This design comes from an exercise in tuning for small area, a short achievable clock period and few clock cycles per item on the open sky130 flow, not from production work. At most, simulation tests tie the RTL to the original design; equivalence was not proved.

Design dsp_mac_pipe, start of the top module:
module dsp_mac_pipe
#(
  parameter int A_W      = 18,
  parameter int B_W      = 18,
  parameter int P_W      = 48,
  parameter bit SATURATE = 1'b0
) (
  input  logic           clk,
  input  logic           rst_n,
  input  logic [A_W-1:0] a,
  input  logic [B_W-1:0] b,
  input  logic [B_W-1:0] d,
  input  logic [P_W-1:0] c,
  input  logic           carryin,
  input  logic           pre_sel,
  input  logic           pre_sub,
  input  logic [1:0]     mode,
  input  logic           in_valid,
  input  logic           in_last,
  output logic           in_ready,
  output logic [P_W-1:0] p,
  output logic           carryout,
  output logic           ovf,
  output logic           out_valid,
  output logic           out_last,
  input  logic           out_ready
);
  if (!dsp_mac_pkg::widths_ok(A_W, B_W, P_W)) begin : g_width_check
    $error("dsp_mac_pipe: P_W must be at least A_W+B_W+1");
  end
  logic adv;
  assign adv      = !out_valid | out_ready;
  assign in_ready = adv;
  logic is_acc, accc, msub;
  assign is_acc = mode[0];
  assign accc   = mode[0] & mode[1];
  assign msub   = mode[1] & !mode[0];
  ...
Size in the first run: roughly 2300 cells after synthesis, roughly 200 flip-flops, ~170 I/O pins, ~22000 µm² of cells after synthesis.
clock: 7.0 ns
lec_check: 0
cap_margin: 20
core_margin: 2
core_utilization: 40
slew_margin: 20
run.sh (not shown) runs the stock make flow with config.mk's settings and CLKGATE_MAP_FILE= SYNTH_SCRIPT=/design/flow/synth_recipe.tcl, a recipe that flattens the netlist after the stock synthesis.
Next try:
--- a/flow/design.v
+++ b/flow/design.v
@@ -892,41 +892,46 @@
   assign bs224 = 1'b1 ^ c1_reg[43];
   assign bc224 = 1'b1 & c1_reg[43];
   assign bs225 = 1'b1 ^ c1_reg[44];
   assign bc225 = 1'b1 & c1_reg[44];
   assign bs226 = 1'b1 ^ c1_reg[45];
   assign bc226 = 1'b1 & c1_reg[45];
   assign bs227 = 1'b1 ^ c1_reg[46];
   assign bc227 = 1'b1 & c1_reg[46];
   assign sum0 = {1'b1, c1_ns, bc226, bc225, bc224, bc223, bc222, bc221, bc220, bc219, bc218, bs218, bs217, bs216, bs215, bc213, bc212, bs212, bc210, bc209, bc208, bc207, bs207, bc205, bc204, bc203, bc202, bc201, bc200, bc199, bc198, bc197, bc196, bc195, bc194, bc193, bc192, bc191, bc190, bc189, bc188, bc187, bc186, bc185, bc184, bc183, bc182, bc181, bs181};
   assign sum1 = {1'b0, bc227, bs227, bs226, bs225, bs224, bs223, bs222, bs221, bs220, bs219, bc217, bc216, bc215, bc214, bs214, bs213, bc211, bs211, bs210, bs209, bs208, bc206, bs206, bs205, bs204, bs203, bs202, bs201, bs200, bs199, bs198, bs197, bs196, bs195, bs194, bs193, bs192, bs191, bs190, bs189, bs188, bs187, bs186, bs185, bs184, bs183, bs182, ppb[0][0]};
   logic        v2_reg, isacc2_reg, last2_reg, s122_reg;
-  logic [48:0] v2val_reg;
+  logic [48:0] v2s_reg, v2c_reg;
   always_ff @(posedge clk or negedge rst_n) begin
     if (!rst_n) v2_reg <= 1'b0;
     else if (adv) v2_reg <= v1_reg;
   end
   always_ff @(posedge clk) begin
     if (adv) begin
-      v2val_reg  <= sum0 + sum1;
+      v2s_reg    <= sum0;
+      v2c_reg    <= sum1;
       isacc2_reg <= isacc1_reg;
       last2_reg  <= last1_reg;
       s122_reg   <= s121_reg;
     end
   end
   logic        live_reg, sticky_reg;
   logic [47:0] acc_reg, accv;
   logic [48:0] r;
   logic        ovf_now;
   assign accv      = (isacc2_reg & live_reg) ? acc_reg : 48'd0;
-  assign r         = v2val_reg + {accv[47], accv};
+  logic [48:0] a3s, a3c;
+  assign a3s       = v2s_reg ^ v2c_reg ^ {accv[47], accv};
+  assign a3c       = {(v2s_reg[47:0] & v2c_reg[47:0]) | (v2s_reg[47:0] & accv)
+                      | (v2c_reg[47:0] & accv), 1'b0};
+  assign r         = a3s + a3c;
   assign ovf_now   = r[48] ^ r[47];
   assign out_valid = v2_reg & (!isacc2_reg | last2_reg);
   assign p         = r[47:0];
   assign carryout  = r[48] ^ s122_reg ^ accv[47];
   assign ovf       = ovf_now | (isacc2_reg & live_reg & sticky_reg);
   assign out_last  = last2_reg;
   always_ff @(posedge clk or negedge rst_n) begin
     if (!rst_n) live_reg <= 1'b0;
     else if (adv & v2_reg & isacc2_reg) live_reg <= !last2_reg;
   end
   always_ff @(posedge clk) begin
Outcome: Routed wire length shrinks by 5.1%. Core utilization is lower by 0.59 points. Final area rises by 0.66%. Fmax came out lower by 2.3%. Worst setup slack gets worse by 0.16 ns.
Function was not checked in any run of this note: the RTL went through the layout flow alone.

Another version of the RTL of dsp_mac_pipe (not shown whole).
Size: about 1900 cells after synthesis, ~100 flip-flops, about 170 I/O pins, about 17000 um2 of cells after synthesis.
Settings: LEC_CHECK=0, CAP_MARGIN=20, CORE_MARGIN=2, CORE_UTILIZATION=40, SLEW_MARGIN=20; clock period 7.0 ns.
The first run completed and failed the layout checks on negative setup slack.
Then changed:
--- a/flow/design.v
+++ b/flow/design.v
@@ -137,19 +137,26 @@
   assign xs   = {dd, 1'b1} + {bx, psub};
   logic        v1_reg, ci1_reg, last1_reg;
   logic [1:0]  mode1_reg;
   logic [17:0] a1_reg;
   logic [18:0] x1_reg;
   logic [47:0] c1_reg;
-  assign v1_reg    = in_valid;
-  assign a1_reg    = a;
-  assign x1_reg    = xs[19:1];
-  assign c1_reg    = (mode == dsp_mac_pkg::MAC) ? 48'd0 : c;
-  assign mode1_reg = mode;
-  assign ci1_reg   = carryin;
-  assign last1_reg = in_last;
+  always_ff @(posedge clk or negedge rst_n) begin
+    if (!rst_n) v1_reg <= 1'b0;
+    else if (adv) v1_reg <= in_valid;
+  end
+  always_ff @(posedge clk) begin
+    if (adv) begin
+      a1_reg    <= a;
+      x1_reg    <= xs[19:1];
+      c1_reg    <= (mode == dsp_mac_pkg::MAC) ? 48'd0 : c;
+      mode1_reg <= mode;
+      ci1_reg   <= carryin;
+      last1_reg <= in_last;
+    end
+  end
   logic is_acc, accc, msub, ms, ci, produce;
   logic live_reg, sticky_reg;
   logic [47:0] acc_reg;
   assign is_acc  = mode1_reg[0];
   assign accc    = mode1_reg[0] & mode1_reg[1];
   assign msub    = mode1_reg[1] & !mode1_reg[0];
Effect:
- With this change the flow completed with no timing, DRC or antenna violations
- register-to-register slack degrades by 0.65 ns
- hold slack gets worse by 0.050 ns
- clock skew stays flat
- non-clock buffer count came out lower by 412
- die area goes up by 17%
- area after synthesis increases by 18%
- flip-flop and latch count came out higher by 90
- cell count is lower by 5.3%
- via count decreases by 4.0%
Testbench counts after the change, summed over its fixed seeds: cycles 24,016, items 24,000.
Only the layout flow was run in the first run of this note; the RTL was not checked for function there.

## separate check: timing with driven ports
The results above use ideal ports. As a check the final layouts listed here were re-extracted and re-timed, cells and wires unchanged.
Step 1 sets driving cells, clkbuf_16 on the clock port and buf_2 on the other inputs (assumed; they add their load-dependent delay and slew).
Step 2 adds t to the input delays and takes it off the output delays; t is the mean of the earliest and latest rising clock arrival at the registers after step 1. Input paths then give back, and output paths get back, about the clock's delay inside the block.
Three values: ideal, step 1, step 2; two values: the first two.
run | t (ns) | setup slack, ns | latest minus earliest clock arrival (ns)
the first run of note 1 | 0.613 | 0.396 / 0.337 / 0.448 | 0.015 / 0.015
the second run of note 1 | 0.619 | 0.240 / 0.183 / 0.801 | 0.015 / 0.015
the first run of note 2 | 0.405 | -1.615 / -1.642 / -2.048 | 0.014 / 0.015
the second run of note 2 | 0.562 | 0.348 / 0.348 / 0.348 | 0.015 / 0.015
The setup slack of the first run of note 2, which loses most, moves by -0.027 ns with the drivers and by -0.433 ns with both steps.
